Background: an optimization exercise with open tools, aiming at small area, a short achievable clock period and few clock cycles. Do not read the settings as production practice. Function was checked by simulation only, so behaviour that the tests miss may differ from the original. No activity file was given, so power comes from the tool's default toggle rates.

**flow/config.mk**
```make
export PLATFORM = sky130hd
export DESIGN_NAME = instruction_cache
export DESIGN_NICKNAME = instruction_cache
export VERILOG_FILES = /design/flow/design.v
export SDC_FILE = /design/flow/constraint.sdc
export NUM_CORES = 4
export LEC_CHECK = 0
export ABC_CLOCK_PERIOD_IN_PS = 4000
export CAP_MARGIN = 20
export CORE_MARGIN = 2
export CORE_UTILIZATION = 50
export SETUP_SLACK_MARGIN = 3.6
export SLEW_MARGIN = 20
export SYNTH_HIERARCHICAL = 1
export SYNTH_MINIMUM_KEEP_SIZE = 0
```
**flow/constraint.sdc**
```tcl
create_clock -name core_clock -period 8.0 [get_ports {clock}]
set_input_delay 1.6000 -clock core_clock [delete_from_list [all_inputs] [get_ports {clock}]]
set_output_delay 1.6000 -clock core_clock [all_outputs]
set_load 0.01 [all_outputs]
```
**flow/design.v**
```verilog
module instruction_cache #(
   parameter int ADDR_W         = 32,
   parameter int DATA_W         = 32,
   parameter int LINES          = 16,
   parameter int WORDS_PER_LINE = 4
) (
   input  logic              clock,
   input  logic              reset,
   input  logic [ADDR_W-1:0] pc_addr,
   input  logic              pc_valid,
   output logic [DATA_W-1:0] instruction_out,
   output logic              stall,
   input  logic              flush,
   output logic              mem_req,
   output logic [ADDR_W-1:0] mem_addr,
   input  logic              mem_ack,
   input  logic [DATA_W-1:0] mem_rdata,
   output logic [31:0]       hit_count,
   output logic [31:0]       miss_count
);
   localparam int WORD_W = $clog2(WORDS_PER_LINE);
   localparam int IDX_W  = $clog2(LINES);
   localparam int OFF_W  = 2 + WORD_W;
   localparam int TAG_W  = ADDR_W - OFF_W - IDX_W;
   localparam int LINE_W = ADDR_W - OFF_W;
   localparam int WA_W   = ADDR_W - 2;
   logic [LINES-1:0]   valid_r;
   logic [TAG_W-1:0]   tag_r  [LINES];
   logic [DATA_W-1:0]  data_r [LINES][WORDS_PER_LINE];
   logic               av_r;       
   logic [LINE_W-1:0]  al_r;       
   logic [WORD_W-1:0]  aw_r;       
   logic [DATA_W-1:0]  d_r;        
   logic               v_r;        
   logic               aeq_r;      
   logic               rf_act_r;
   logic [LINE_W-1:0]  rf_line_r;
   logic [WORD_W-1:0]  rf_word_r;
   logic [WORD_W-1:0]  rf_n_r;
   logic               rf_abort_r;
   logic [31:0]        hit_r;
   logic [31:0]        miss_r;
   logic               w3_s;
   logic [LINE_W-1:0]  anl_s;      
   logic               str_s;
   logic               sel_nl_s;
   logic [LINE_W-1:0]  rd_line_s;
   logic [WORD_W-1:0]  rd_word_s;
   logic [LINE_W-1:0]  sq_line_s;
   logic [WORD_W-1:0]  sq_word_s;
   logic               pc_rf_s;
   logic [DATA_W-1:0]  rd_data_s;
   logic               eq_s;
   logic               mispred_s;
   logic               psel_s;
   logic               done_s;
   logic               rf_ack_s;
   logic               rf_last_s;
   logic               rf_free_s;
   logic               rf_load_s;
   logic               rf_start_s;
   logic [IDX_W-1:0]   rf_idx_s;
   logic               unused_byte_bits_s;
   assign unused_byte_bits_s = ^pc_addr[1:0];
   assign w3_s      = (aw_r == WORD_W'(WORDS_PER_LINE - 1));
   assign anl_s     = al_r + LINE_W'(1);
   assign str_s     = rf_act_r && aeq_r;
   assign sel_nl_s  = v_r ? w3_s : str_s;
   assign sq_line_s = sel_nl_s ? anl_s : al_r;
   assign sq_word_s = v_r ? (aw_r + WORD_W'(1)) : (str_s ? WORD_W'(0) : aw_r);
   assign psel_s    = pc_valid && (pc_addr[OFF_W+IDX_W-1:2] != {al_r[IDX_W-1:0], aw_r});
   assign rd_line_s = psel_s ? pc_addr[ADDR_W-1:OFF_W] : sq_line_s;
   assign rd_word_s = psel_s ? pc_addr[OFF_W-1:2] : sq_word_s;
   logic [LINES-1:0]          rd_lsel_s;
   logic [WORDS_PER_LINE-1:0] rd_wsel_s;
   logic [LINES-1:0]          pc_lsel_s;
   logic [WORDS_PER_LINE-1:0] pc_wsel_s;
   logic [LINES-1:0]          sq_lsel_s;
   logic [WORDS_PER_LINE-1:0] sq_wsel_s;
   logic [LINES*WORDS_PER_LINE*DATA_W-1:0] data_flat_s;
   logic [LINES*TAG_W-1:0]                 tag_flat_s;
   instruction_cache_dec #(.N(LINES)) u_pc_ldec (
      .a(pc_addr[OFF_W +: IDX_W]), .y(pc_lsel_s)
   );
   instruction_cache_dec #(.N(WORDS_PER_LINE)) u_pc_wdec (
      .a(pc_addr[OFF_W-1:2]), .y(pc_wsel_s)
   );
   instruction_cache_dec #(.N(LINES)) u_sq_ldec (
      .a(sq_line_s[IDX_W-1:0]), .y(sq_lsel_s)
   );
   instruction_cache_dec #(.N(WORDS_PER_LINE)) u_sq_wdec (
      .a(sq_word_s), .y(sq_wsel_s)
   );
   always_comb begin
      rd_lsel_s  = psel_s ? pc_lsel_s : sq_lsel_s;
      rd_wsel_s  = psel_s ? pc_wsel_s : sq_wsel_s;
      for (int i = 0; i < LINES; i++) begin
         tag_flat_s[i*TAG_W +: TAG_W] = tag_r[i];
         for (int w = 0; w < WORDS_PER_LINE; w++) begin
            data_flat_s[(i*WORDS_PER_LINE+w)*DATA_W +: DATA_W] = data_r[i][w];
         end
      end
   end
   instruction_cache_read #(
      .LINES(LINES), .WORDS_PER_LINE(WORDS_PER_LINE), .DATA_W(DATA_W)
   ) u_read (
      .lsel(rd_lsel_s), .wsel(rd_wsel_s), .data(data_flat_s), .rd_data(rd_data_s)
   );
   logic sq_hit_s;
   logic pc_hit_s;
   instruction_cache_tag #(.LINES(LINES), .TAG_W(TAG_W)) u_tag_sq (
      .lsel(sq_lsel_s), .tag(tag_flat_s), .valid(valid_r),
      .cmp_tag(sq_line_s[LINE_W-1:IDX_W]), .hit(sq_hit_s)
   );
   instruction_cache_tag #(.LINES(LINES), .TAG_W(TAG_W)) u_tag_pc (
      .lsel(pc_lsel_s), .tag(tag_flat_s), .valid(valid_r),
      .cmp_tag(pc_addr[ADDR_W-1:OFF_W+IDX_W]), .hit(pc_hit_s)
   );
   instruction_cache_match #(.WA_W(WA_W)) u_match (
      .pc(pc_addr[ADDR_W-1:2]), .expect_addr({al_r, aw_r}), .pc_valid(pc_valid),
      .expect_valid(av_r), .data_valid(v_r), .mem_ack(mem_ack),
      .fwd_ok(str_s && (aw_r == rf_word_r)),
      .eq(eq_s), .done(done_s), .stall(stall)
   );
   assign mispred_s = pc_valid && !eq_s;
   assign instruction_out = v_r ? d_r : mem_rdata;
   assign rf_idx_s   = rf_line_r[IDX_W-1:0];
   assign rf_ack_s   = rf_act_r && mem_ack;
   assign rf_last_s  = (rf_n_r == WORD_W'(WORDS_PER_LINE - 1));
   assign rf_free_s  = !rf_act_r || (mem_ack && rf_last_s);
   assign pc_rf_s    = (pc_addr[ADDR_W-1:OFF_W] == rf_line_r);
   assign rf_load_s  = rf_free_s && (psel_s || !mispred_s);
   assign rf_start_s = psel_s ? (rf_free_s && !(rf_act_r && pc_rf_s) && !pc_hit_s) :
                                (rf_free_s && !mispred_s && av_r && !v_r && !sq_hit_s);
   assign mem_req    = rf_act_r;
   assign mem_addr   = {rf_line_r, rf_word_r, 2'b00};
   assign hit_count  = hit_r;
   assign miss_count = miss_r;
   always_ff @(posedge clock or negedge reset) begin
      if (!reset) begin
         av_r       <= 1'b0;
         v_r        <= 1'b0;
         aeq_r      <= 1'b0;
         valid_r    <= '0;
         rf_act_r   <= 1'b0;
         rf_n_r     <= '0;
         rf_abort_r <= 1'b0;
         hit_r      <= 32'd0;
         miss_r     <= 32'd0;
      end else begin
         if (done_s) begin
            hit_r <= hit_r + 32'd1;
         end
         if (mispred_s) begin
            av_r  <= 1'b1;
         end
         if (psel_s) begin
            v_r   <= !flush && pc_hit_s;
         end else if (mispred_s) begin
            v_r   <= 1'b0;
         end else if (done_s) begin
            v_r   <= v_r && !flush && sq_hit_s;
         end else if (!v_r) begin
            v_r   <= !str_s && !flush && sq_hit_s;
         end else if (flush) begin
            v_r   <= 1'b0;
         end
         if (rf_load_s) begin
            aeq_r <= psel_s || ((done_s && w3_s) == sel_nl_s);
         end else if (mispred_s) begin
            aeq_r <= pc_rf_s;
         end else if (done_s && w3_s) begin
            aeq_r <= (anl_s == rf_line_r);
         end
         if (rf_act_r && (rf_n_r == '0)) begin
            valid_r[rf_idx_s] <= 1'b0;
         end
         if (rf_ack_s) begin
            rf_n_r <= rf_n_r + WORD_W'(1);
            if (rf_last_s) begin
               miss_r <= miss_r + 32'd1;
               if (!rf_abort_r) valid_r[rf_idx_s] <= 1'b1;
            end
         end
         if (rf_act_r && flush) rf_abort_r <= 1'b1;
         if (rf_free_s) begin
            rf_act_r   <= rf_start_s;
            rf_n_r     <= '0;
            rf_abort_r <= 1'b0;
         end
         if (flush) valid_r <= '0;
      end
   end
   always_ff @(posedge clock) begin
      if (done_s) begin
         aw_r <= aw_r + WORD_W'(1);
         if (w3_s) begin
            al_r  <= anl_s;
         end
         d_r  <= rd_data_s;
      end else if (mispred_s) begin
         al_r  <= pc_addr[ADDR_W-1:OFF_W];
         aw_r  <= pc_addr[OFF_W-1:2];
         d_r   <= rd_data_s;
      end else if (!v_r) begin
         d_r  <= rd_data_s;
      end
   end
   always_ff @(posedge clock) begin
      if (rf_act_r) begin
         data_r[rf_idx_s][rf_word_r] <= mem_rdata;
         tag_r[rf_idx_s]             <= rf_line_r[LINE_W-1:IDX_W];
      end
      if (rf_ack_s) begin
         rf_word_r <= rf_word_r + WORD_W'(1);
      end
      if (rf_load_s) begin
         rf_line_r <= rd_line_s;
         rf_word_r <= rd_word_s;
      end
   end
endmodule
module instruction_cache_match #(
   parameter int WA_W = 30
) (
   input  logic [WA_W-1:0] pc,
   input  logic [WA_W-1:0] expect_addr,
   input  logic            pc_valid,
   input  logic            expect_valid,
   input  logic            data_valid,
   input  logic            mem_ack,
   input  logic            fwd_ok,
   output logic            eq,
   output logic            done,
   output logic            stall
);
   assign eq    = pc_valid && expect_valid && (pc == expect_addr);
   assign done  = eq && (data_valid || (mem_ack && fwd_ok));
   assign stall = !done;
endmodule
module instruction_cache_dec #(
   parameter int N = 16
) (
   input  logic [$clog2(N)-1:0] a,
   output logic [N-1:0]         y
);
   always_comb begin
      for (int i = 0; i < N; i++) begin
         y[i] = (a == i);
      end
   end
endmodule
module instruction_cache_read #(
   parameter int LINES          = 16,
   parameter int WORDS_PER_LINE = 4,
   parameter int DATA_W         = 32
) (
   input  logic [LINES-1:0]                       lsel,
   input  logic [WORDS_PER_LINE-1:0]              wsel,
   input  logic [LINES*WORDS_PER_LINE*DATA_W-1:0] data,
   output logic [DATA_W-1:0]                      rd_data
);
   always_comb begin
      rd_data = '0;
      for (int i = 0; i < LINES; i++) begin
         for (int w = 0; w < WORDS_PER_LINE; w++) begin
            rd_data = rd_data | ({DATA_W{lsel[i] & wsel[w]}} &
                                 data[(i*WORDS_PER_LINE+w)*DATA_W +: DATA_W]);
         end
      end
   end
endmodule
module instruction_cache_tag #(
   parameter int LINES = 16,
   parameter int TAG_W = 24
) (
   input  logic [LINES-1:0]       lsel,
   input  logic [LINES*TAG_W-1:0] tag,
   input  logic [LINES-1:0]       valid,
   input  logic [TAG_W-1:0]       cmp_tag,
   output logic                   hit
);
   logic [TAG_W-1:0] rd_tag;
   logic             rd_valid;
   always_comb begin
      rd_tag   = '0;
      rd_valid = 1'b0;
      for (int i = 0; i < LINES; i++) begin
         rd_tag   = rd_tag | ({TAG_W{lsel[i]}} & tag[i*TAG_W +: TAG_W]);
         rd_valid = rd_valid | (lsel[i] & valid[i]);
      end
   end
   assign hit = rd_valid && (rd_tag == cmp_tag);
endmodule
```
**flow/run.sh**
```bash
#!/bin/bash
# synth_recipe.tcl (not shown) runs the flow's synth.tcl, then flattens the netlist and writes it again
# the make line also repeats each setting of config.mk as NAME=value (left out here)
make -C /OpenROAD-flow-scripts/flow DESIGN_CONFIG=/design/flow/config.mk WORK_HOME=/design/flow/orfs CLKGATE_MAP_FILE= SYNTH_SCRIPT=/design/flow/synth_recipe.tcl finish
```
==> results of run 1 <==
==> worst max path at each step <==
stage                startpoint       to  slack [ps]
floorplan           pc_addr[28]   d_r[0]        3600
global placement     pc_addr[6]  d_r[18]        1130
detailed placement   pc_addr[6]  d_r[18]        1080
CTS                  pc_addr[6]    stall        3240
global route        pc_addr[24]    stall        3270
finish               pc_addr[4]    stall        3290
==> through the flow <==
stage | setup slack, ps | hold slack [ps] | instance area, µm²
CTS | 3235 | 479.0 | 117100
global route | 3266 | 494.0 | 118500
global placement | 1126 | 460.6 | 107500
detailed placement | 1083 | 468.4 | 107500
floorplan | 3597 | 456.4 | 102000
finish | 3290 | 475.5 | 118500
==> timing repair <==
item,in CTS,in global routing
gates resized for setup,345,208
pin swaps,29,38
setup buffers,22,37
setup endpoints to repair,167,77
cloned,8,18
==> layout by cell type (no fill, tap or decap), drive strengths merged, types with 110 or more instances in the layout <==
cell and count:
buf 379, xnor2 131, a22oi 587, nand3 110
a222oi 224, a22o 328, a221oi 232, clkbuf 376
clkdlybuf4s50 128, xor2 124, nor2 170, nand2 206
nand4 216, edfxtp 2524
==> critical path, delay by kind of cell <==
kind                      cells  cell delay (ps)
xor gates and xnor gates      1              130
buffers and inverters         3              380
and+or+nand+nor               3              980
==> power by group <==
group	switching, µW	leakage, µW	total, µW	internal (µW)
Combinational	3290	0.00961	4750	1460
Clock	5150	0.00412	12300	7130
Sequential	328	0.0240	16100	15700
Total	8770	0.0378	33100	24300
==> cell families after synthesis <==
| logic type | after synthesis | share of synthesized area (%) |
|---|---|---|
| xor+xnor | 259 | 2.279 |
| simple gates | 927 | 5.020 |
| compound gates | 1607 | 13.02 |
| buf+inv | 460 | 2.387 |
| fa+ha+maj | 10 | 0.1227 |
| other cells | 1 | 0.003676 |
| flops | 2611 | 76.44 |
| mux | 67 | 0.7286 |
==> sequential cells by signal, indices dropped and copies added (netlist names), 16 cells and up <==
signal,count
hit_r,32
data_r,2048
al_r,28
tag_r,384
miss_r,32
rf_line_r,28
d_r,32
valid_r,16
==> area by class of cell <==
class / instances / area [µm²]
fill: 15150 / 83990
timing repair buffer: 532 / 5439
clock buffer: 359 / 7483
clock inverter: 110 / 979.7
tap: 2672 / 3343
sequential: 2611 / 77970
inverter: 20 / 77.57
multi-input combinational: 2877 / 23230
antenna: 5 / 12.51
==> per-layer routing <==
layer,up-vias,track usage [%]
li1,25740,-
met5,-,0
met1,32680,42.06
met2,4244,49.99
met3,769,5.632
met4,2,12.98
==> flow_summary.json, run 1 <==
{
  "outcome": "no timing/DRC/antenna violations",
  "cp_cell_sequence": "buf_12 > buf_12 > xor2_1 > nor4_1 > nand4_1 > or3_4 > buf_6",
  "cp_max_fo": 2,
  "synth_seq_cells": 2611,
  "vias": 63440,
  "drive_gt1_share_pct": 16.56,
  "top_layer": "met5",
  "finalClockSkew_ps": 79.89,
  "relSlewSlack_pct": 23.15,
  "boundaryPins": 199,
  "gp_congestion": 0.8819,
  "synth_most_common_cell": "edfxtp_1",
  "slew_viol_final": 0,
  "clock.fmax_mhz": 212.3,
  "fin_util_pct": 58.53,
  "synth_top_area_cell": "edfxtp_1",
  "grtUsageTotal_pct": 31.11,
  "syn_area_um2": 102000,
  "placedCellCount": 8627,
  "crit_type": "in2out",
  "antenna_left": 0,
  "clkSinkCount": 2611,
  "crit_path_end_kind": "output port",
  "start_kind": "input pin",
  "ys_types": 81,
  "hold_violations": 0,
  "overflow": 0,
  "wl_met2_um": 158700,
  "clkTransAtPathRegs_ps": 60,
  "min_path_type": "reg2reg",
  "worstPathArrival_ps": 3110,
  "crit_top_cell": "buf_12",
  "dieArea_um2": 207600,
  "rsz0062_at_grt": "yes",
  "setup_violations": 0,
  "yosysWarnings": 11,
  "initial_core_util_pct": 50.37,
  "ys_seq_area_share_pct": 76.44,
  "reg2reg_slack_ps": 3530,
  "final_cells": 9186,
  "setup_tns_ps": 0,
  "antenna_found_initial": 13,
  "vdd.ir_drop.worst_mv": 0.2452,
  "postCtsHoldBufs": 0,
  "synth_flop_cell": "edfxtp_1",
  "grt_pass1_vias": 60380,
  "required_ps": 6400,
  "timing.final.crit_period_ps": 4710,
  "dp_hpwl_um": 184200,
  "htree_levels": 5,
  "placementRows": 165,
  "rr_worst_depth": 21,
  "whs_path_depth": 1,
  "numPortBuffers": 194,
  "holdPathEnd": "hit_r[31]",
  "period_share_pct": 58.88,
  "area_delta_synth_final_pct": 16.20,
  "nNetsFinal": 6404,
  "via_per_inst": 6.906,
  "drt_iter0_drc": 10150,
  "tightest_slew_ps": 1153,
  "cts_made_buffers": 283,
  "clk_path_buf_depth": 4,
  "grt_max_degree": 97,
  "drt_first_pass_iters": 9,
  "min_from": "hit_r[31]",
  "route.met3.wl_um": 35610,
  "wl_um": 336600,
  "synth_top_area_share_pct": 74.30,
  "p_leak_uw": 0.03777,
  "critical_path.max_stage_delay_ps": 450,
  "coreArea_um2": 202500,
  "synth.top_cells.by_area": "edfxtp_1, a22oi_1, a22o_1",
  "async_reset_ff_share_pct": 3.332,
  "clkLatencyLatePin_ps": 930,
  "die_h_um": 455.7,
  "die_x_um": 455.7,
  "wirelength_met1_um": 126100,
  "cts_tree": "done",
  "wl_per_cell_um": 36.64,
  "clock-root-buffer": "clkbuf_16",
  "synth_edf_count": 2524,
  "power_density_nw_per_um2": 279.2,
  "worst_path_max_delay_cell": "or3_4",
  "r2r_start": "aw_r[0]",
  "avgSynthCellArea_um2": 17.17,
  "r2r-end": "v_r",
  "grt_pass1_wl_um": 460300,
  "drc_errors": 0,
  "max_cap_viol_count": 0,
  "synth_common_cells": "edfxtp_1, a22oi_1, a22o_1",
  "p_total_uw": 33090,
  "syn_inst": 5942
}
Testbench counts, summed over its fixed seeds: cycles 42,624.
==> inputs of run 2 (changes only) <==
--- a/flow/config.mk
+++ b/flow/config.mk
@@ -11,2 +11,4 @@
 export CORE_UTILIZATION = 50
+export CTS_CLUSTER_DIAMETER = 70
+export CTS_CLUSTER_SIZE = 20
 export SETUP_SLACK_MARGIN = 3.6
==> flow_summary.json, run 2 <==
{
  "synth_most_common_cell": "edfxtp_1",
  "clk_path_buf_depth": 3,
  "top_regs": "data_r: 2048 flops, tag_r: 384 flops",
  "synth.top_cells.by_area": "edfxtp_1, a22oi_1, a22o_1",
  "nNetsFinal": 6246,
  "initial_core_util_pct": 50.37,
  "grtUsageTotal_pct": 30.68,
  "power_density_nw_per_um2": 254.7,
  "grt_max_degree": 97,
  "drive_gt1_share_pct": 14.56,
  "setup_violations": 0,
  "p_leak_uw": 0.03559,
  "clock-root-buffer": "clkbuf_16",
  "timing.final.crit_period_ps": 4731,
  "slew_viol_final": 0,
  "hold_violations": 0,
  "final_common_cell": "edfxtp_1",
  "cts_made_buffers": 158,
  "finalClockSkew_ps": 34.92,
  "async_reset_ff_share_pct": 3.332,
  "overflow": 0,
  "largest_reg_flops": 2048,
  "die_x_um": 455.7,
  "placed_area_um2": 107500,
  "cts_tree": "done",
  "clkLatencyLatePin_ps": 860,
  "via_per_inst": 6.943,
  "antenna_left": 0,
  "gp_congestion": 0.8819,
  "avgSynthCellArea_um2": 17.17,
  "grt_pass1_wl_um": 453600,
  "yosysWarnings": 11,
  "rsz0062_at_grt": "yes",
  "outcome": "no timing/DRC/antenna violations",
  "drt_first_pass_iters": 10,
  "period_share_pct": 59.14,
  "crit_path_end_kind": "output port",
  "grt_pass1_vias": 59060,
  "wl_um": 327400,
  "clkSinkCount": 2611,
  "drc_errors": 0,
  "dp_hpwl_um": 184200,
  "setup_tns_ps": 0,
  "vdd.ir_drop.worst_mv": 0.2338,
  "min_path_type": "reg2reg",
  "worstPathArrival_ps": 3130,
  "n_fill_cell": 15590,
  "vias": 61860,
  "ff_latch_area_um2": 77970,
  "final_area_um2": 114100,
  "tightest_slew_ps": 1297,
  "synth_top_area_cell": "edfxtp_1",
  "start_kind": "flop",
  "synth_flop_cell": "edfxtp_1",
  "synth_common_cells": "edfxtp_1, a22oi_1, a22o_1",
  "synth_top_area_share_pct": 74.30,
  "multi_input_area_um2": 23310,
  "max_cap_viol_count": 0,
  "mostFrequentLayoutCells": "edfxtp_1, a22oi_1, a22o_1",
  "numPortBuffers": 194,
  "antenna_found_initial": 13,
  "synth_seq_cells": 2611,
  "htree_levels": 4,
  "dieArea_um2": 207600,
  "ys_seq_area_share_pct": 76.44,
  "placementRows": 165,
  "syn_inst": 5942,
  "required_ps": 6400,
  "postCtsHoldBufs": 0,
  "synth_edf_count": 2524,
  "top_register": "data_r",
  "crit_type": "reg2out",
  "area_delta_synth_final_pct": 11.81,
  "cp_max_fo": 42,
  "drt_iter0_drc": 10010,
  "syn_area_um2": 102000,
  "relSlewSlack_pct": 13.54,
  "clock.fmax_mhz": 211.4,
  "die_h_um": 455.7,
  "clkTransAtPathRegs_ps": 80,
  "ys_types": 81,
  "wl_per_cell_um": 36.75,
  "coreArea_um2": 202500,
  "boundaryPins": 199
}
run 2: changes by cell type in the layout (fill, tap and decap cells not counted), sizes merged, moves of 2 or more:
cell,delta
clkbuf,-196
clkinv,-62
diode,+2
bufinv,-11
clkinvlp,-2
inv,+9
buf,-18
run 2: cell type report:
cell class / count / area share (%)
diodes: 7 / 0.01536
clock inverters: 44 / 0.4772
repair buffers: 499 / 4.116
flip-flops and latches: 2611 / 68.36
well taps: 2672 / 2.931
inverters: 20 / 0.06802
clock buffers: 179 / 3.592
multi-input cells: 2877 / 20.44
run 2: logic make-up (layout without fill, tap and decap cells):
group	Yosys count	count (layout)	synth area share [%]
and+or+nand+nor	927	932	5.020
adders and majority gates	10	10	0.1227
other	1	9	0.003676
xor gates and xnor gates	259	259	2.279
buffers and inverters	460	742	2.387
AOI/OAI and AO/OA	1607	1607	13.02
DFF	2611	2611	76.44
muxes	67	67	0.7286
run 2: per-stage QoR:
step	setup slack [ps]	total power, µW	util, %	hold slack (ps)	cells
floorplan	3597	18460	-	456.4	5943
global placement	1126	20560	53.10	460.6	8627
detailed placement	1083	20630	53.10	468.4	8627
CTS	3235	28930	55.97	481.2	8880
global route	3265	29790	56.31	496.6	8904
finish	3269	29040	56.31	478.1	8909
run 2: path summary, 6_finish.rpt:
| path | from | slack [ps] | cells after the start | end |
|---|---|---|---|---|
| max | v_r | 3270 | 3 | instruction_out[24] |
| min | hit_r[31] | 480 | 1 | hit_r[31] |
| max reg2reg | aw_r[0] | 3500 | 24 | v_r |
| min reg2reg | hit_r[31] | 480 | 1 | hit_r[31] |
| max in group asynchronous | reset | 6180 | 2 | v_r |
| min in group asynchronous | reset | 760 | 1 | hit_r[16] |
run 2: metal layers:
layer	vias to the layer above	wire, µm	global-route usage [%]
met5	-	13	0
met4	2	14160	12.02
li1	25290	-	-
met1	32120	125400	42.02
met3	607	32600	4.996
met2	3849	155300	49.46
run 2: critical path, cell delays in order (launching register included):
cell and delay, ps:
dfrtp_2 410, buf_4 740, mux2_2 520, clkdlybuf4s50_1 510
run 2: what timing repair did:
item,4_1_cts,5_1_grt
gates resized for setup,359,126
hold endpoints to repair,0,0
setup endpoints to repair,176,77
setup buffers,23,18
pin swaps,29,45
cloned,7,4
run 2: power breakdown:
part / internal (µW) / switching [µW]
registers: 15700 / 325
logic: 1410 / 3260
clock network: 3890 / 4440
==> inputs of run 3 (changes only) <==
--- a/flow/design.v
+++ b/flow/design.v
@@ -236,5 +236,46 @@
 );
-   assign eq    = pc_valid && expect_valid && (pc == expect_addr);
-   assign done  = eq && (data_valid || (mem_ack && fwd_ok));
-   assign stall = !done;
+   localparam int NG = (WA_W + 3) / 4;
+   logic [4*NG-1:0] pc_pad;
+   logic [4*NG-1:0] ex_pad;
+   logic [NG-1:0]   grp_eq;
+   logic [1:0]      differs;
+   logic            ok;
+   assign pc_pad = {{(4*NG-WA_W){1'b0}}, pc};
+   assign ex_pad = {{(4*NG-WA_W){1'b0}}, expect_addr};
+   for (genvar g = 0; g < NG; g++) begin : g_grp
+      instruction_cache_eq4 u_eq (.a(pc_pad[4*g +: 4]), .b(ex_pad[4*g +: 4]), .eq(grp_eq[g]));
+   end
+   instruction_cache_nand4 u_d0 (.a(grp_eq[3:0]), .y(differs[0]));
+   instruction_cache_nand4 u_d1 (.a(grp_eq[NG-1:4]), .y(differs[1]));
+   assign ok = pc_valid && expect_valid && (data_valid || (mem_ack && fwd_ok));
+   logic same;
+   instruction_cache_nor2  u_same  (.a(differs), .y(same));
+   instruction_cache_nand2 u_stall (.a({same, ok}), .y(stall));
+   assign done = !differs[0] && !differs[1] && ok;
+   assign eq   = !differs[0] && !differs[1] && pc_valid && expect_valid;
+endmodule
+module instruction_cache_eq4 (
+   input  logic [3:0] a,
+   input  logic [3:0] b,
+   output logic       eq
+);
+   assign eq = (a == b);
+endmodule
+module instruction_cache_nand4 (
+   input  logic [3:0] a,
+   output logic       y
+);
+   assign y = !(&a);
+endmodule
+module instruction_cache_nor2 (
+   input  logic [1:0] a,
+   output logic       y
+);
+   assign y = !(a[0] || a[1]);
+endmodule
+module instruction_cache_nand2 (
+   input  logic [1:0] a,
+   output logic       y
+);
+   assign y = !(a[0] && a[1]);
 endmodule
==> flow_summary.json, run 3 <==
{
  "r2r_start": "v_r",
  "gp_congestion": 0.8974,
  "outcome": "no timing/DRC/antenna violations",
  "drc_errors": 0,
  "antenna_left": 0,
  "crit_path_end_kind": "flop",
  "top_register": "data_r",
  "mostFrequentLayoutCells": "edfxtp_1, a22oi_1, a22o_1",
  "setup_violations": 0,
  "final_common_cell": "edfxtp_1",
  "synth_seq_cells": 2611,
  "placedCellCount": 8603,
  "clock-root-buffer": "clkbuf_16",
  "synth_edf_count": 2524,
  "p_leak_uw": 0.03692,
  "yosysWarnings": 11,
  "die_h_um": 456.0,
  "cts_made_buffers": 165,
  "die_x_um": 456.0,
  "synth_most_common_cell": "edfxtp_1",
  "max_cap_viol_count": 0,
  "r2r-end": "v_r",
  "clock.fmax_mhz": 218.1,
  "initial_core_util_pct": 50.39,
  "htree_levels": 4,
  "setup_tns_ps": 0,
  "avgSynthCellArea_um2": 17.29,
  "boundaryPins": 199,
  "vdd.ir_drop.worst_mv": 0.2481,
  "rr_worst_depth": 22,
  "final_cells": 9020,
  "ys_seq_area_share_pct": 76.32,
  "via_per_inst": 7.045,
  "synth_compound_area_share_pct": 13.06,
  "coreArea_um2": 202700,
  "cts_tree": "done",
  "area_delta_synth_final_pct": 14.14,
  "min_from": "miss_r[31]",
  "synthAdderAreaFrac_pct": 0.1225,
  "worstPathArrival_ps": 5340,
  "hold_violations": 0,
  "grt_pass1_vias": 60000,
  "whs_path_depth": 1,
  "overflow": 0,
  "vias": 63550,
  "synth-simple-area-share_pct": 4.796,
  "multi_input_area_um2": 23330,
  "required_ps": 8760,
  "grtUsageTotal_pct": 31.77,
  "synth_top_area_share_pct": 74.19,
  "wl_per_cell_um": 38.11,
  "top_regs": "data_r: 2048 flops, tag_r: 384 flops",
  "synth_top_family_by_area": "compound AO/OA/AOI/OAI gates",
  "n_fill_cell": 15470,
  "rsz0062_at_grt": "yes",
  "crit_type": "reg2reg",
  "ys_types": 78,
  "syn_area_um2": 102200,
  "antenna_found_initial": 20,
  "clkLatencyLatePin_ps": 870,
  "synth.top_cells.by_area": "edfxtp_1, a22oi_1, a22o_1",
  "slew_viol_final": 0,
  "synthMuxAreaShare_pct": 1.048,
  "clkTransAtPathRegs_ps": 80,
  "grt_max_degree": 90,
  "drive_gt1_share_pct": 16.52,
  "numPortBuffers": 194,
  "drt_first_pass_iters": 9,
  "synth_common_cells": "edfxtp_1, a22oi_1, a22o_1",
  "clkSinkCount": 2611,
  "start_kind": "flop",
  "relSlewSlack_pct": 27.55,
  "syn_inst": 5910,
  "synth_top_area_cell": "edfxtp_1",
  "reg2reg_slack_ps": 3420,
  "synth_xor_area_share_pct": 2.236,
  "cp_max_fo": 9,
  "dp_hpwl_um": 179300,
  "timing.final.crit_period_ps": 4584,
  "nNetsFinal": 6348,
  "power_density_nw_per_um2": 258.4,
  "largest_reg_flops": 2048,
  "period_share_pct": 57.30,
  "synth_flop_cell": "edfxtp_1",
  "async_reset_ff_share_pct": 3.332,
  "holdPathEnd": "miss_r[31]",
  "finalClockSkew_ps": 62.77,
  "grt_pass1_wl_um": 466900,
  "tightest_slew_ps": 1087,
  "clk_path_buf_depth": 3,
  "min_path_type": "reg2reg",
  "wl_um": 343800,
  "dieArea_um2": 208000,
  "ff_latch_area_um2": 77970,
  "drt_iter0_drc": 10350,
  "placementRows": 165
}
run 3: cell types whose count changed after synthesis, sizes merged, moves of 4 or more:
cell | previous run | this run
nand2 | 202 | 124
mux2 | 58 | 88
nor2 | 170 | 156
nand3 | 110 | 121
and3 | 33 | 26
or3 | 2 | 8
a31oi | 33 | 38
inv | 19 | 23
nand4 | 216 | 220
nor4 | 67 | 71
xor2 | 124 | 120
run 3: cell type report:
cell class / instances / area share (%)
timing repair buffer: 617 / 5.754
clock buffer: 180 / 3.671
tap: 2672 / 2.867
antenna: 6 / 0.01288
clock inverter: 60 / 0.7393
multi-input combinational: 2850 / 20.01
sequential: 2611 / 66.87
inverter: 24 / 0.07940
run 3: per-stage QoR:
step | util (%) | worst slack [ps] | total power [µW] | hold slack, ps | instance area [µm²]
4_1_cts | 56.98 | 3462 | 29840 | 490.5 | 115500
3_3_place_gp | 53.09 | 958.5 | 20670 | 461.7 | 107600
6_report | 57.52 | 3416 | 30130 | 481.5 | 116600
5_1_grt | 57.52 | 3359 | 30820 | 505.8 | 116600
2_1_floorplan | - | 3614 | 18540 | 456.4 | 102200
3_5_place_dp | 53.09 | 901.5 | 20730 | 475.3 | 107600
run 3: how the worst max path moves through the flow:
stage	slack, ps	startpoint	cells after the start	end
finish	3420	v_r	22	v_r
global route	3360	v_r	22	v_r
CTS	3460	al_r[0]	19	v_r
detailed placement	900	pc_addr[5]	12	d_r[19]
global placement	960	pc_addr[7]	12	d_r[4]
floorplan	3610	pc_addr[31]	7	d_r[0]
run 3: kinds of logic after synthesis:
logic type      Yosys count
flops                  2611
compound gates         1615
simple gates            855
buf+inv                 465
xor+xnor                256
mux                      96
fa+ha+maj                10
other cells               2
run 3: what timing repair did:
item                       CTS  global route
pin swaps                   46            67
hold buffers                 0             0
cloned                      38            17
buffers inserted            76            40
gates resized for setup    453           133
setup endpoints to repair  182            83
run 3: Yosys stat by module (local to each module, per instance), excerpt:
module                   times used  flops+latches  cells
instruction_cache_nand4           2              0      1
instruction_cache                 1           2611   3536
instruction_cache_eq4             8              0      5
instruction_cache_nand2           1              0      1
instruction_cache_nor2            1              0      1
run 3: routing by layer:
layer,wire length [µm],track usage (%)
met5,0,0
met4,18960,14.63
met2,159500,50.41
met3,39610,5.906
met1,125700,42.81
run 3: worst max-delay path, cell delays in order (launching register included):
cell and delay, ps:
dfrtp_4 520, buf_16 150, o21a_1 180, buf_8 130, nor2_4 120, xnor2_2 70, buf_4 160, buf_6 130
buf_12 140, and4b_4 270, buf_6 150, a22o_1 200, a221oi_2 230, nand4_1 450, xor2_2 330, nor4_4 200
nand3_2 180, nor4_4 240, buf_4 180, a21oi_1 70, o21ai_1 150, a31oi_1 110, nor2_1 120
run 3: report_power, final:
part,total (µW),internal [µW],switching [µW],leakage (µW)
Clock,8910,4230,4680,0.00248
Combinational,5160,1680,3470,0.0104
Sequential,16100,15700,342,0.0240
Total,30100,21600,8490,0.0369
Testbench counts of run 3, summed over its fixed seeds: cycles 42,624.
==> inputs of run 4 (changes only) <==
--- a/flow/design.v
+++ b/flow/design.v
@@ -70,3 +70,16 @@
    assign sq_word_s = v_r ? (aw_r + WORD_W'(1)) : (str_s ? WORD_W'(0) : aw_r);
-   assign psel_s    = pc_valid && (pc_addr[OFF_W+IDX_W-1:2] != {al_r[IDX_W-1:0], aw_r});
+   logic psel_l_s;
+   logic psel_w_s;
+   instruction_cache_psel #(.W(OFF_W+IDX_W-2)) u_psel (
+      .pc_valid(pc_valid), .pc_low(pc_addr[OFF_W+IDX_W-1:2]),
+      .exp_low({al_r[IDX_W-1:0], aw_r}), .psel(psel_s)
+   );
+   instruction_cache_psel #(.W(OFF_W+IDX_W-2)) u_psel_l (
+      .pc_valid(1'b1), .pc_low(pc_addr[OFF_W+IDX_W-1:2]),
+      .exp_low({al_r[IDX_W-1:0], aw_r}), .psel(psel_l_s)
+   );
+   instruction_cache_psel #(.W(OFF_W+IDX_W-2)) u_psel_w (
+      .pc_valid(1'b1), .pc_low(pc_addr[OFF_W+IDX_W-1:2]),
+      .exp_low({al_r[IDX_W-1:0], aw_r}), .psel(psel_w_s)
+   );
    assign rd_line_s = psel_s ? pc_addr[ADDR_W-1:OFF_W] : sq_line_s;
@@ -94,4 +107,2 @@
    always_comb begin
-      rd_lsel_s  = psel_s ? pc_lsel_s : sq_lsel_s;
-      rd_wsel_s  = psel_s ? pc_wsel_s : sq_wsel_s;
       for (int i = 0; i < LINES; i++) begin
@@ -103,2 +114,8 @@
    end
+   instruction_cache_selmux #(.N(LINES)) u_lsel (
+      .s(psel_l_s), .a(pc_lsel_s), .b(sq_lsel_s), .y(rd_lsel_s)
+   );
+   instruction_cache_selmux #(.N(WORDS_PER_LINE)) u_wsel (
+      .s(psel_w_s), .a(pc_wsel_s), .b(sq_wsel_s), .y(rd_wsel_s)
+   );
    instruction_cache_read #(
@@ -163,3 +180,3 @@
          end else if (!v_r) begin
-            v_r   <= !str_s && !flush && sq_hit_s;
+            v_r   <= !str_s && !flush && sq_hit_s && !psel_l_s;
          end else if (flush) begin
@@ -281,2 +298,22 @@
 endmodule
+module instruction_cache_psel #(
+   parameter int W = 6
+) (
+   input  logic         pc_valid,
+   input  logic [W-1:0] pc_low,
+   input  logic [W-1:0] exp_low,
+   output logic         psel
+);
+   assign psel = pc_valid && (pc_low != exp_low);
+endmodule
+module instruction_cache_selmux #(
+   parameter int N = 16
+) (
+   input  logic         s,
+   input  logic [N-1:0] a,
+   input  logic [N-1:0] b,
+   output logic [N-1:0] y
+);
+   assign y = s ? a : b;
+endmodule
 module instruction_cache_dec #(
==> flow_summary.json, run 4 <==
{
  "outcome": "no timing/DRC/antenna violations",
  "mostFrequentLayoutCells": "edfxtp_1, a22oi_1, a22o_1",
  "setup_tns_ps": 0,
  "area_delta_synth_final_pct": 13.67,
  "initial_core_util_pct": 50.43,
  "yosysWarnings": 11,
  "async_reset_ff_share_pct": 3.332,
  "p_total_uw": 28090,
  "tightest_slew_ps": 1157,
  "largest_reg_flops": 2048,
  "placementRows": 165,
  "synth_edf_count": 2524,
  "worst_path_max_delay_cell": "nand4_1",
  "overflow": 0,
  "syn_area_um2": 102200,
  "reg2reg_slack_ps": 3480,
  "wl_per_cell_um": 38.06,
  "r2r_start": "aw_r[0]",
  "clkSinkCount": 2611,
  "rsz0062_at_grt": "yes",
  "r2r-end": "v_r",
  "antenna_found_initial": 25,
  "nNetsFinal": 6338,
  "rr_worst_depth": 22,
  "setup_violations": 0,
  "placedCellCount": 8599,
  "required_ps": 8690,
  "worstSetupEndpoint": "rf_act_r",
  "die_x_um": 456.2,
  "min_path_type": "reg2reg",
  "syn_inst": 5903,
  "drt_iter0_drc": 10160,
  "power_density_nw_per_um2": 241.7,
  "worstPathArrival_ps": 5290,
  "drc_errors": 0,
  "start_kind": "input pin",
  "top_regs": "data_r: 2048 flops, tag_r: 384 flops",
  "cp_cell_sequence": "buf_6 > buf_12 > buf_4 > buf_6 > and4b_4 > buf_12 > a22o_1 > a221oi_2 > nand4_1 > xor2_1 > nor4_1 > nand3_1 > nor4_4 > buf_4 > inv_1 > o211a_1 > a221o_1",
  "grtUsageTotal_pct": 31.12,
  "whs_path_depth": 1,
  "vdd.ir_drop.worst_mv": 0.2471,
  "cp-startpoint": "pc_addr[4]",
  "cts_made_buffers": 166,
  "preCtsSetupSlack_ps": 1325,
  "via_per_inst": 7.010,
  "hold_violations": 0,
  "antenna_left": 0,
  "drt_first_pass_iters": 10,
  "clkLatencyLatePin_ps": 860,
  "clk_path_buf_depth": 3,
  "synth_top_area_cell": "edfxtp_1",
  "cp_max_fo": 23,
  "crit_path_end_kind": "flop",
  "slew_viol_final": 0,
  "n_fill_cell": 15420,
  "period_share_pct": 57.46,
  "clkTransAtPathRegs_ps": 70,
  "final_common_cell": "edfxtp_1",
  "clock-root-buffer": "clkbuf_16",
  "synth_top_area_share_pct": 74.13,
  "die_h_um": 456.2,
  "synth_flop_cell": "edfxtp_1",
  "numPortBuffers": 194,
  "finalClockSkew_ps": 47.37,
  "critical_path.max_stage_delay_ps": 440,
  "relSlewSlack_pct": 22.88,
  "ys_types": 80,
  "gp_congestion": 0.8837,
  "fin_ws_ps": 3403,
  "avgSynthCellArea_um2": 17.32,
  "grt_max_degree": 97,
  "drive_gt1_share_pct": 16.38,
  "coreArea_um2": 202700,
  "dp_hpwl_um": 177100,
  "grt_pass1_vias": 59210,
  "cts_tree": "done",
  "crit_type": "in2reg",
  "ys_seq_area_share_pct": 76.26,
  "p_leak_uw": 0.03672,
  "grt_pass1_wl_um": 458400,
  "clock.fmax_mhz": 217.5,
  "synth_most_common_cell": "edfxtp_1",
  "boundaryPins": 199,
  "final_cells": 9000,
  "max_cap_viol_count": 0,
  "htree_levels": 4,
  "top_register": "data_r",
  "timing.final.crit_period_ps": 4597,
  "synth_common_cells": "edfxtp_1, a22oi_1, a22o_1",
  "synth.top_cells.by_area": "edfxtp_1, a22oi_1, a22o_1",
  "vias": 63090,
  "synth_seq_cells": 2611,
  "postCtsHoldBufs": 0,
  "wl_um": 342600,
  "dieArea_um2": 208100
}
## run 4: cell types whose count changed after synthesis, moves of 4 or more
cell,change
xor2_1,+11
inv_1,-4
or3_1,-5
nor4_1,-11
xnor2_1,+6
mux2_4,+10
nor2_1,-8
nand2_1,+8
buf_1,-5
or4_1,-4
mux2_2,-13
## run 4: power breakdown
group	internal, µW	total [µW]	switching [µW]
combinational	1130	3570	2450
sequential	15600	15900	298
clock	4030	8630	4600
## run 4: final cells by class
cell class                 instances  area [µm²]  share of cell area (%)
timing repair buffer             602        6402                   5.509
antenna                            8       20.02                 0.01723
multi-input combinational       2858       23530                   20.25
clock inverter                    56       696.9                  0.5997
tap                             2672        3343                   2.877
clock buffer                     173        4180                   3.597
inverter                          20       75.07                 0.06460
sequential                      2611       77970                   67.09
## run 4: timing repair
action                                  in CTS  in global routing
resized for setup                          434                123
gates cloned                                24                 24
pin swaps                                   54                 83
buffers inserted                            60                 56
endpoints found under the setup margin     145                 54
## run 4: per-module statistics from Yosys, one instance, submodules excluded, a selection
| module | cells inside | copies in the design | flops+latches |
|---|---|---|---|
| instruction_cache | 3483 | 1 | 2611 |
| instruction_cache_eq4 | 5 | 8 | 0 |
| instruction_cache_nand4 | 1 | 2 | 0 |
| instruction_cache_nor2 | 1 | 1 | 0 |
| instruction_cache_nand2 | 1 | 1 | 0 |
## run 4: worst min path at each step
stage	start	to	slack, ps
after global routing	miss_r[31]	miss_r[31]	490
after floorplan	av_r	av_r	450
after CTS	miss_r[31]	miss_r[31]	480
after global placement	miss_r[31]	miss_r[31]	460
after detailed placement	miss_r[31]	miss_r[31]	470
final	miss_r[31]	miss_r[31]	470
## run 4: critical path: cells and delay by family
family | cells | cell delay [ps]
AOI/OAI and AO/OA | 4 | 900
and+or+nand+nor | 5 | 1500
xor gates and xnor gates | 1 | 280
buffers and inverters | 7 | 960
## run 4: cell families (layout without fill, tap and decap cells)
kind of cell	after synthesis	after routing	share of synthesized area, %
adder cells (fa/ha/maj)	10	10	0.1224
XOR/XNOR	271	271	2.335
other	3	16	0.01101
flip-flops	2611	2611	76.26
AND/OR/NAND/NOR	840	845	4.723
buffers and inverters	454	851	2.379
multiplexers	94	104	1.062
AO/OA/AOI/OAI	1620	1620	13.10
## run 4: routing by layer
| metal | up-vias | GRT usage [%] | routed length [µm] |
|---|---|---|---|
| li1 | 25500 | - | - |
| met1 | 32600 | 41.24 | 125600 |
| met2 | 4239 | 49.71 | 161400 |
| met3 | 741 | 6.299 | 37900 |
| met4 | 4 | 14.37 | 17630 |
| met5 | - | 0 | 27 |
## run 4: metrics by stage
| step | utilization (%) | hold slack (ps) | area, µm² |
|---|---|---|---|
| detailed placement | 53.12 | 466.1 | 107700 |
| CTS | 56.65 | 475.8 | 114800 |
| floorplan | - | 448.6 | 102300 |
| global route | 57.32 | 488.9 | 116200 |
| finish | 57.33 | 471.1 | 116200 |
| global placement | 53.11 | 460.3 | 107700 |
Testbench counts of run 4, summed over its fixed seeds: cycles 42,624.
==> inputs of run 5 (changes only) <==
==> flow/flow/run.sh (new file) <==
#!/bin/bash
# The standard layout, with the port buffers that placement inserts made plain
# sky130_fd_sc_hd__buf_2 cells rather than the tool's default pick (a delay
# buffer); repair may resize them as usual.  The make output goes to
# standard_flow.log here; ORFS keeps each step's log under orfs/logs/.
set -euo pipefail
export BUFFER_PORTS_ARGS="-buffer_cell sky130_fd_sc_hd__buf_2"
bash standard.sh > standard_flow.log 2>&1
==> flow/standard.sh (new file) <==
#!/bin/bash
# synth_recipe.tcl (not shown) runs the flow's synth.tcl, then flattens the netlist and writes it again
# the make line also repeats each setting of config.mk as NAME=value (left out here)
make -C /OpenROAD-flow-scripts/flow DESIGN_CONFIG=/design/flow/config.mk WORK_HOME=/design/flow/orfs CLKGATE_MAP_FILE= SYNTH_SCRIPT=/design/flow/synth_recipe.tcl "${@:-finish}"
removed: flow/run.sh
==> flow_summary.json, run 5 <==
{
  "timing.final.crit_period_ps": 4652,
  "dieArea_um2": 208100,
  "period_share_pct": 58.15,
  "n_fill_cell": 15520,
  "wl_per_cell_um": 36.71,
  "cts_made_buffers": 164,
  "ys_types": 80,
  "worstSetupEndpoint": "rf_act_r",
  "critical_path.max_stage_delay_ps": 690,
  "vias": 61850,
  "required_ps": 8740,
  "cp_cell_sequence": "buf_12 > bufbuf_16 > nor4b_4 > buf_4 > a22o_1 > a221oi_2 > nand4_1 > xor2_1 > nor4_1 > nand3_1 > nor4_4 > inv_1 > o211a_1 > a221o_1",
  "outcome": "no timing/DRC/antenna violations",
  "cp_max_fo": 25,
  "antenna_left": 0,
  "max_cap_viol_count": 0,
  "tightest_slew_ps": 1150,
  "setup_violations": 0,
  "seqPwrFrac_pct": 57.1,
  "power_density_nw_per_um2": 244.9,
  "gp_congestion": 0.8985,
  "r2r_start": "v_r",
  "largest_reg_flops": 2048,
  "ys_seq_area_share_pct": 76.26,
  "worstPathArrival_ps": 5390,
  "power_frac_clock_pct": 31.0,
  "rsz0062_at_grt": "yes",
  "pwr-share-comb_pct": 12.0,
  "grt_max_degree": 84,
  "cts_tree": "done",
  "cp_top_family": "simple AND/OR/NAND/NOR gates",
  "grt_pass1_vias": 59190,
  "yosysWarnings": 11,
  "fin_ws_ps": 3348,
  "p_leak_uw": 0.03601,
  "finalClockSkew_ps": 66.14,
  "grtUsageTotal_pct": 30.46,
  "r2r-end": "v_r",
  "clock-root-buffer": "clkbuf_16",
  "nNetsFinal": 6252,
  "avgSynthCellArea_um2": 17.32,
  "area_delta_synth_final_pct": 11.47,
  "initial_core_util_pct": 50.43,
  "drt_first_pass_iters": 10,
  "crit_type": "in2reg",
  "min_path_type": "reg2reg",
  "synth_edf_count": 2524,
  "clkTransAtPathRegs_ps": 90,
  "syn_area_um2": 102200,
  "vdd.ir_drop.worst_mv": 0.2552,
  "power.switching_uw": 7315,
  "synth.top_cells.by_area": "edfxtp_1, a22oi_1, a22o_1",
  "mostFrequentLayoutCells": "edfxtp_1, a22oi_1, a22o_1",
  "clk_path_buf_depth": 3,
  "preCtsSetupSlack_ps": 1809,
  "worst_path_max_delay_cell": "nor4b_4",
  "top_regs": "data_r: 2048 flops, tag_r: 384 flops",
  "htree_levels": 4,
  "top_register": "data_r",
  "boundaryPins": 199,
  "synth_common_cells": "edfxtp_1, a22oi_1, a22o_1",
  "dp_hpwl_um": 177400,
  "synth_most_common_cell": "edfxtp_1",
  "crit_path_end_kind": "flop",
  "synth_top_area_share_pct": 74.13,
  "clkLatencyLatePin_ps": 880,
  "coreArea_um2": 202700,
  "hold_violations": 0,
  "drt_iter0_drc": 9811,
  "numPortBuffers": 194,
  "synth_top_area_cell": "edfxtp_1",
  "crit_buf_inv": 4,
  "syn_inst": 5903,
  "via_per_inst": 6.927,
  "switching_share_pct": 26.20,
  "placementRows": 165,
  "antenna_found_initial": 13,
  "clkSinkCount": 2611,
  "final_common_cell": "edfxtp_1",
  "reg2reg_slack_ps": 3450,
  "clock.fmax_mhz": 215.0,
  "internal_power_uw": 20600,
  "synth_seq_cells": 2611,
  "fin_util_pct": 56.21,
  "die_h_um": 456.2,
  "rr_worst_depth": 23,
  "crit_cells": 14,
  "cp-startpoint": "pc_addr[7]",
  "start_kind": "input pin",
  "slew_viol_final": 0,
  "drc_errors": 0,
  "synth_flop_cell": "edfxtp_1",
  "grt_pass1_wl_um": 451900,
  "setup_tns_ps": 0,
  "async_reset_ff_share_pct": 3.332,
  "relSlewSlack_pct": 23.36,
  "drive_gt1_share_pct": 17.38,
  "die_x_um": 456.2,
  "wl_um": 327800,
  "overflow": 0
}
## run 5: cell counts after synthesis
Identical to the previous run, type by type.
## run 5: worst reg2reg max path: stages (launching register included)
cell and delay, ps:
dfrtp_2 430, nand3b_1 250, buf_4 190, and2_4 180, xnor2_4 210, buf_8 200, buf_12 120, nor4b_4 40
buf_6 140, buf_12 150, a22o_1 230, a221oi_2 180, nand4_1 420, xor2_2 320, nor4_2 340, nand3_2 190
nor4_4 160, buf_4 170, a31oi_1 80, o21ai_1 140, nand2_1 60, nor2_1 100, a21oi_1 50, nor2_1 140
## run 5: cell families (layout without fill, tap and decap cells)
logic type               count (synthesis)  after routing  share of synthesized area [%]
AO/OA/AOI/OAI                         1620           1620                          13.10
flip-flops                            2611           2611                          76.26
adder cells (fa/ha/maj)                 10             10                         0.1224
multiplexers                            94             97                          1.062
other                                    3             14                        0.01101
AND/OR/NAND/NOR                        840            842                          4.723
buffers and inverters                  454            791                          2.379
XOR/XNOR                               271            271                          2.335
## run 5: repair_timing
| item | CTS | global route |
|---|---|---|
| gates cloned | 4 | 10 |
| hold buffers | 0 | 0 |
| gates resized for setup | 213 | 97 |
| setup endpoints to repair | 53 | 40 |
| pin swaps | 39 | 44 |
| buffers inserted | 50 | 26 |
## run 5: power groups by stage
| stage | clock [µW] | combinational (µW) | sequential, µW |
|---|---|---|---|
| floorplan | 0 | 1550 | 16100 |
| detailed placement | 0 | 2990 | 16200 |
| global route | 9180 | 3460 | 16000 |
| finish | 8640 | 3350 | 15900 |
| global placement | 0 | 2960 | 16200 |
| CTS | 8710 | 3160 | 15900 |
## run 5: layout make-up
type / instances / area, µm² / area share [%]
Sequential cell: 2611 / 77970 / 68.42
Clock buffer: 189 / 4240 / 3.721
Tap cell: 2672 / 3343 / 2.934
Timing Repair Buffer: 528 / 4185 / 3.673
Clock inverter: 54 / 694.4 / 0.6093
Inverter: 20 / 80.08 / 0.07027
Antenna cell: 6 / 15.01 / 0.01318
Multi-Input combinational cell: 2848 / 23430 / 20.56
## run 5: per-module statistics from Yosys, one instance, submodules excluded, a selection
module,area (µm²),copies in the design,flip-flops and latches
instruction_cache_nand4,6.256,2,0
instruction_cache_nor2,3.754,1,0
instruction_cache,83570,1,2611
instruction_cache_nand2,3.754,1,0
instruction_cache_eq4,47.55,8,0
## run 5: worst min path at each step
stage,cells past startpoint,start,endpoint
global placement,1,miss_r[31],miss_r[31]
floorplan,1,av_r,av_r
finish,1,miss_r[31],miss_r[31]
CTS,1,hit_r[31],hit_r[31]
detailed placement,1,hit_r[31],hit_r[31]
global route,1,miss_r[31],miss_r[31]
## run 5: per-layer routing
metal / wire, µm / part of all wire (%) / up-vias / GRT usage, %
met5: 99 / 0.030 / - / 0.2755
met4: 15910 / 4.9 / 6 / 12.62
met3: 33480 / 10 / 701 / 5.820
met2: 156200 / 48 / 3832 / 49.26
met1: 122100 / 37 / 32000 / 40.63
li1: - / - / 25300 / -
## run 5: stage by stage
stage          cell area (µm²)  power [µW]  std cells  hold WS (ps)
3_5_place_dp            106800       19230       8589         458.2
5_1_grt                 113900       28610       8923         481.1
6_report                114000       27910       8928         465.5
4_1_cts                 113100       27790       8886         472.2
2_1_floorplan           102300       17630       5908         448.6
3_3_place_gp            106800       19180       8589         454.8
==> inputs of run 6 (changes only) <==
--- a/flow/config.mk
+++ b/flow/config.mk
@@ -11,4 +11,4 @@
 export CORE_UTILIZATION = 50
-export CTS_CLUSTER_DIAMETER = 70
-export CTS_CLUSTER_SIZE = 20
+export CTS_CLUSTER_DIAMETER = 100
+export CTS_CLUSTER_SIZE = 25
 export SETUP_SLACK_MARGIN = 3.6
==> flow_summary.json, run 6 <==
{
  "outcome": "no timing/DRC/antenna violations",
  "drive_gt1_share_pct": 16.30,
  "power_density_nw_per_um2": 233.2,
  "slew_viol_final": 0,
  "via_per_inst": 6.987,
  "yosysWarnings": 11,
  "hold_violations": 0,
  "mostFrequentLayoutCells": "edfxtp_1, a22oi_1, a22o_1",
  "rsz0062_at_grt": "yes",
  "synth.top_cells.by_area": "edfxtp_1, a22oi_1, a22o_1",
  "antenna_left": 0,
  "dp_hpwl_um": 177400,
  "numPortBuffers": 194,
  "top_regs": "data_r: 2048 flops, tag_r: 384 flops",
  "placementRows": 165,
  "grt_pass1_wl_um": 447900,
  "htree_levels": 3,
  "final_cells": 8826,
  "gp_congestion": 0.8985,
  "synth_flop_cell": "edfxtp_1",
  "ys_types": 80,
  "placedCellCount": 8589,
  "crit_type": "in2reg",
  "ys_seq_area_share_pct": 76.26,
  "clkLatencyLatePin_ps": 840,
  "clock-root-buffer": "clkbuf_16",
  "crit_path_end_kind": "flop",
  "p_total_uw": 26170,
  "p_leak_uw": 0.03517,
  "clk_path_buf_depth": 3,
  "area_delta_synth_final_pct": 9.784,
  "drt_first_pass_iters": 9,
  "relSlewSlack_pct": 24.20,
  "drc_errors": 0,
  "start_kind": "input pin",
  "antenna_found_initial": 12,
  "setup_violations": 0,
  "grtUsageTotal_pct": 30.11,
  "vias": 61670,
  "clock.fmax_mhz": 213.4,
  "dieArea_um2": 208100,
  "synth_seq_cells": 2611,
  "min_path_type": "reg2reg",
  "synth_most_common_cell": "edfxtp_1",
  "top_register": "data_r",
  "cp_max_fo": 20,
  "timing.final.crit_period_ps": 4686,
  "wl_per_cell_um": 36.76,
  "nNetsFinal": 6198,
  "syn_area_um2": 102200,
  "finalClockSkew_ps": 74.35,
  "async_reset_ff_share_pct": 3.332,
  "synth_edf_count": 2524,
  "cts_made_buffers": 117,
  "synth_top_area_cell": "edfxtp_1",
  "syn_inst": 5903,
  "worstPathArrival_ps": 5400,
  "grt_max_degree": 84,
  "die_x_um": 456.2,
  "clkSinkCount": 2611,
  "grt_pass1_vias": 58690,
  "final_common_cell": "edfxtp_1",
  "max_cap_viol_count": 0,
  "initial_core_util_pct": 50.43,
  "synth_top_area_share_pct": 74.13,
  "clkTransAtPathRegs_ps": 100,
  "drt_iter0_drc": 9451,
  "cts_tree": "done",
  "postCtsHoldBufs": 0,
  "die_h_um": 456.2,
  "wl_um": 324500,
  "largest_reg_flops": 2048,
  "boundaryPins": 199,
  "setup_tns_ps": 0,
  "synth_common_cells": "edfxtp_1, a22oi_1, a22o_1",
  "required_ps": 8710,
  "avgSynthCellArea_um2": 17.32,
  "tightest_slew_ps": 1137,
  "vdd.ir_drop.worst_mv": 0.1872,
  "overflow": 0,
  "period_share_pct": 58.58,
  "coreArea_um2": 202700
}
run 6: cell types whose count changed in the layout (fill, tap and decap cells not counted), moves of 5 or more:
cell       delta
clkbuf_1     -10
clkbuf_16    -46
clkinv_1      -5
clkinv_2      -9
clkinv_8     -12
inv_6         -5
run 6: cell families (layout without fill, tap and decap cells):
family	Yosys count	in the layout	synth area share [%]
adder cells (fa/ha/maj)	10	10	0.1224
flip-flops	2611	2611	76.26
other	3	14	0.01101
AO/OA/AOI/OAI	1620	1620	13.10
XOR/XNOR	271	271	2.335
multiplexers	94	96	1.062
buffers and inverters	454	692	2.379
AND/OR/NAND/NOR	840	840	4.723
run 6: critical path: stages:
cell,delay [ps]
buf_4,160
buf_12,170
and4bb_1,440
buf_4,410
a221oi_1,340
nand4_1,510
xor2_1,300
nor4_1,240
nand3_1,280
nor4_4,430
inv_1,80
o211a_1,140
a221o_1,260
run 6: what timing repair did:
action / in CTS / in global routing
buffers inserted: 31 / 40
setup endpoints to repair: 54 / 41
pin swaps: 26 / 54
gates resized for setup: 195 / 124
cloned: 3 / 9
run 6: where the power goes:
group	switching [µW]	total [µW]	leakage, µW	internal (µW)
Combinational	2330	3330	0.00953	999
Sequential	335	15900	0.0240	15600
Clock	4180	6920	0.00159	2740
Total	6840	26200	0.0352	19300
run 6: modules after synthesis (local to each module, per instance), a selection:
| module | cells inside | times used |
|---|---|---|
| instruction_cache_nand2 | 1 | 1 |
| instruction_cache_nor2 | 1 | 1 |
| instruction_cache_eq4 | 5 | 8 |
| instruction_cache_nand4 | 1 | 2 |
| instruction_cache | 3483 | 1 |
run 6: worst paths after layout:
kind | end | slack [ps] | cells after the start | startpoint
setup / recovery | rf_act_r | 3310 | 13 | pc_addr[7]
hold / removal | miss_r[31] | 470 | 1 | miss_r[31]
setup reg to reg | v_r | 3440 | 24 | rf_act_r
hold reg to reg | miss_r[31] | 470 | 1 | miss_r[31]
max in group asynchronous | v_r | 6360 | 2 | reset
min in group asynchronous | miss_r[10] | 610 | 1 | reset
run 6: layout make-up:
type / count / area (µm²)
Inverter: 20 / 80.08
Clock inverter: 15 / 234.0
Fill cell: 15660 / 90490
Tap cell: 2672 / 3343
Multi-Input combinational cell: 2845 / 23400
Timing Repair Buffer: 524 / 4151
Sequential cell: 2611 / 77970
Antenna cell: 6 / 15.01
Clock buffer: 133 / 3040
run 6: metrics by stage:
| step | area, µm² | utilization [%] | setup slack, ps | hold slack [ps] |
|---|---|---|---|---|
| CTS | 111200 | 54.85 | 3264 | 474.5 |
| detailed placement | 106800 | 52.66 | 1809 | 458.2 |
| global placement | 106800 | 52.66 | 1786 | 454.8 |
| global route | 112200 | 55.36 | 3270 | 485.1 |
| finish | 112200 | 55.36 | 3314 | 468.2 |
| floorplan | 102300 | - | 3773 | 448.6 |
run 6: per-layer routing:
layer | GRT usage, % | share of wire, %
met5 | 0.3444 | 0.025
met4 | 11.94 | 4.7
met3 | 5.172 | 9.9
met2 | 48.89 | 48
met1 | 40.61 | 38
==> inputs of run 7 (changes only) <==
--- a/flow/design.v
+++ b/flow/design.v
@@ -60,3 +60,2 @@
    logic               rf_load_s;
-   logic               rf_start_s;
    logic [IDX_W-1:0]   rf_idx_s;
@@ -149,4 +148,17 @@
    assign rf_load_s  = rf_free_s && (psel_s || !mispred_s);
-   assign rf_start_s = psel_s ? (rf_free_s && !(rf_act_r && pc_rf_s) && !pc_hit_s) :
-                                (rf_free_s && !mispred_s && av_r && !v_r && !sq_hit_s);
+   logic v_next_s;
+   logic act_next_s;
+   instruction_cache_vnext u_v_next (
+      .s(psel_s), .en(!flush), .h(pc_hit_s),
+      .b(mispred_s ? 1'b0 :
+         done_s    ? (v_r && !flush && sq_hit_s) :
+         !v_r      ? (!str_s && !flush && sq_hit_s && !psel_l_s) :
+                     !flush),
+      .y(v_next_s)
+   );
+   instruction_cache_anext u_act_next (
+      .hold(!rf_free_s), .s(psel_s), .en(!(rf_act_r && pc_rf_s)), .h(pc_hit_s),
+      .b(!mispred_s && av_r && !v_r && !sq_hit_s),
+      .y(act_next_s)
+   );
    assign mem_req    = rf_act_r;
@@ -173,13 +185,4 @@
          end
-         if (psel_s) begin
-            v_r   <= !flush && pc_hit_s;
-         end else if (mispred_s) begin
-            v_r   <= 1'b0;
-         end else if (done_s) begin
-            v_r   <= v_r && !flush && sq_hit_s;
-         end else if (!v_r) begin
-            v_r   <= !str_s && !flush && sq_hit_s && !psel_l_s;
-         end else if (flush) begin
-            v_r   <= 1'b0;
-         end
+         v_r      <= v_next_s;
+         rf_act_r <= act_next_s;
          if (rf_load_s) begin
@@ -203,3 +206,2 @@
          if (rf_free_s) begin
-            rf_act_r   <= rf_start_s;
             rf_n_r     <= '0;
@@ -318,2 +320,21 @@
 endmodule
+module instruction_cache_vnext (
+   input  logic s,
+   input  logic en,
+   input  logic h,
+   input  logic b,
+   output logic y
+);
+   assign y = s ? (en && h) : b;
+endmodule
+module instruction_cache_anext (
+   input  logic hold,
+   input  logic s,
+   input  logic en,
+   input  logic h,
+   input  logic b,
+   output logic y
+);
+   assign y = hold || (s ? (en && !h) : b);
+endmodule
 module instruction_cache_dec #(
--- a/flow/config.mk
+++ b/flow/config.mk
@@ -11,4 +11,4 @@
 export CORE_UTILIZATION = 50
-export CTS_CLUSTER_DIAMETER = 100
-export CTS_CLUSTER_SIZE = 25
+export CTS_CLUSTER_DIAMETER = 70
+export CTS_CLUSTER_SIZE = 20
 export SETUP_SLACK_MARGIN = 3.6
==> flow_summary.json, run 7 <==
{
  "antenna_found_initial": 14,
  "drt_iter0_drc": 9721,
  "r2r_start": "aw_r[0]",
  "r2r-end": "v_r",
  "overflow": 0,
  "required_ps": 8750,
  "timing.final.crit_period_ps": 4631,
  "cts_made_buffers": 164,
  "numPortBuffers": 194,
  "area_delta_synth_final_pct": 12.16,
  "drc_errors": 0,
  "worst_path_max_delay_cell": "edfxtp_1",
  "worstPathArrival_ps": 5380,
  "crit_path_end_kind": "flop",
  "vias": 62620,
  "outcome": "no timing/DRC/antenna violations",
  "top_regs": "data_r: 2048 flops, tag_r: 384 flops",
  "p_total_uw": 28290,
  "grtUsageTotal_pct": 30.77,
  "drt_first_pass_iters": 7,
  "cts_tree": "done",
  "syn_area_um2": 102300,
  "grt_pass1_vias": 59770,
  "async_reset_ff_share_pct": 3.332,
  "clkTransAtPathRegs_ps": 80,
  "ys_seq_area_share_pct": 76.22,
  "syn_inst": 5907,
  "max_cap_viol_count": 0,
  "nNetsFinal": 6270,
  "vdd.ir_drop.worst_mv": 0.2360,
  "yosysWarnings": 11,
  "clock-root-buffer": "clkbuf_16",
  "final_cells": 8958,
  "dieArea_um2": 208200,
  "reg2reg_slack_ps": 3370,
  "clk_path_buf_depth": 3,
  "tightest_slew_ps": 1171,
  "synth_top_area_cell": "edfxtp_1",
  "dp_hpwl_um": 175200,
  "whs_path_depth": 1,
  "setup_tns_ps": 0,
  "slew_viol_final": 0,
  "grt_max_degree": 97,
  "ys_types": 82,
  "min_path_type": "reg2reg",
  "placementRows": 166,
  "synth_compound_area_share_pct": 13.11,
  "synth_edf_count": 2524,
  "fin_util_pct": 56.26,
  "drive_gt1_share_pct": 17.98,
  "rsz0062_at_grt": "yes",
  "setup_violations": 0,
  "placedCellCount": 8590,
  "rr_worst_depth": 23,
  "cp_cell_sequence": "ha_2 > nand2_2 > o21a_4 > nor2_4 > xor2_4 > buf_6 > buf_16 > and4bb_4 > buf_6 > bufbuf_16 > a22o_1 > a221oi_2 > nand4_1 > xnor2_1 > nand4_1 > nor4_4 > buf_4 > nand3b_1 > a21oi_2 > a21oi_1 > nor3_1 > inv_1 > o21ai_1",
  "mostFrequentLayoutCells": "edfxtp_1, a22oi_1, a22o_1",
  "placed_area_um2": 106600,
  "power_density_nw_per_um2": 246.6,
  "largest_reg_flops": 2048,
  "antenna_left": 0,
  "hold_violations": 0,
  "synth_top_area_share_pct": 74.09,
  "holdPathEnd": "miss_r[31]",
  "min_from": "miss_r[31]",
  "crit_type": "reg2reg",
  "wl_um": 332900,
  "cp_max_fo": 10,
  "coreArea_um2": 204000,
  "p_leak_uw": 0.03622,
  "synth_xor_area_share_pct": 2.340,
  "avgSynthCellArea_um2": 17.32,
  "final_common_cell": "edfxtp_1",
  "initial_core_util_pct": 50.16,
  "synthAdderAreaFrac_pct": 0.1223,
  "period_share_pct": 57.88,
  "relSlewSlack_pct": 21.62,
  "grt_pass1_wl_um": 455000,
  "die_h_um": 456.3,
  "clkSinkCount": 2611,
  "htree_levels": 4,
  "synthMuxAreaShare_pct": 0.9797,
  "wl_per_cell_um": 37.17,
  "boundaryPins": 199,
  "critical_path.max_stage_delay_ps": 410,
  "via_per_inst": 6.990,
  "gp_congestion": 0.8760,
  "synth_common_cells": "edfxtp_1, a22oi_1, a22o_1",
  "n_fill_cell": 15660,
  "synth_seq_cells": 2611,
  "synth-simple-area-share_pct": 4.826,
  "final_area_um2": 114700,
  "finalClockSkew_ps": 44.99,
  "clkLatencyLatePin_ps": 880,
  "synth_flop_cell": "edfxtp_1",
  "top_register": "data_r",
  "synth_most_common_cell": "edfxtp_1",
  "synth.top_cells.by_area": "edfxtp_1, a22oi_1, a22o_1",
  "clock.fmax_mhz": 215.9,
  "die_x_um": 456.3,
  "start_kind": "flop",
  "synth_top_family_by_area": "compound AO/OA/AOI/OAI gates"
}
==> run 7: Yosys stat by module (local to each module, per instance), excerpt <==
module / times used / cells / cell area (µm²)
instruction_cache_nand4: 2 / 1 / 6.256
instruction_cache: 1 / 3481 / 83600
instruction_cache_nand2: 1 / 1 / 3.754
instruction_cache_nor2: 1 / 1 / 3.754
instruction_cache_vnext: 1 / 3 / 13.76
instruction_cache_eq4: 8 / 5 / 47.55
instruction_cache_anext: 1 / 3 / 20.02
==> run 7: critical path, delay by kind of cell, from the launching register on <==
kind	cells	cell delay [ps]
compound gates	6	890
xor+xnor	2	490
fa+ha+maj	1	210
buf+inv	6	990
flops	1	410
simple gates	8	1540
==> run 7: final cells by class <==
cell class              instances  area, µm²  area share [%]
well taps                    2688       3363           2.931
flip-flops and latches       2611      77970           67.96
diodes                          7      17.52         0.01527
inverters                      26      102.6         0.08942
clock inverters                56      732.0          0.6379
multi-input cells            2855      23790           20.73
repair buffers                533       4509           3.930
clock buffers                 182       4257           3.710
==> run 7: how the worst max path moves through the flow <==
stage | start | endpoint | slack, ps | depth (start not counted)
final | aw_r[0] | v_r | 3370 | 23
after global placement | pc_addr[3] | d_r[10] | 1720 | 11
after floorplan | pc_addr[31] | al_r[0] | 3740 | 7
after detailed placement | aw_r[0] | v_r | 1700 | 21
after CTS | rf_act_r | v_r | 3410 | 22
after global routing | aw_r[0] | v_r | 3280 | 23
==> run 7: routing by layer <==
metal,wire (µm),global-route usage [%]
met1,122400,41.12
met2,156500,49.46
met3,36160,5.915
met4,17790,13.37
met5,122,0
==> run 7: cell families after synthesis <==
logic type | Yosys count
buf+inv | 455
other cells | 3
mux | 86
xor+xnor | 270
simple gates | 846
flops | 2611
fa+ha+maj | 10
compound gates | 1626
==> run 7: report_power, final <==
group	switching (µW)	leakage [µW]	internal, µW	total [µW]
Clock	4670	0.00242	4040	8710
Combinational	2540	0.00975	1120	3670
Sequential	312	0.0240	15600	15900
==> run 7: timing repair <==
item                                    4_1_cts  5_1_grt
endpoints found under the hold margin         0        0
buffers inserted                             62       31
hold buffers                                  0        0
resized for setup                           246      126
pin swaps                                    42       59
endpoints found under the setup margin       54       48
cloned                                       18       11
==> run 7: per-stage QoR <==
stage                     hold WS (ps)  setup slack (ps)
after floorplan                  448.7              3741
after global placement           457.9              1725
after detailed placement         462.0              1701
final                            471.3              3369
after CTS                        478.2              3409
after global routing             507.9              3283
Testbench counts of run 7, summed over its fixed seeds: cycles 42,624.

Setup slack of run 7, layout unchanged: 3.369 ns with ideal ports, 3.349 ns with driving cells assumed (clock clkbuf_16, inputs buf_2), 2.406 ns with port delays also shifted by the 0.943 ns mid clock arrival.
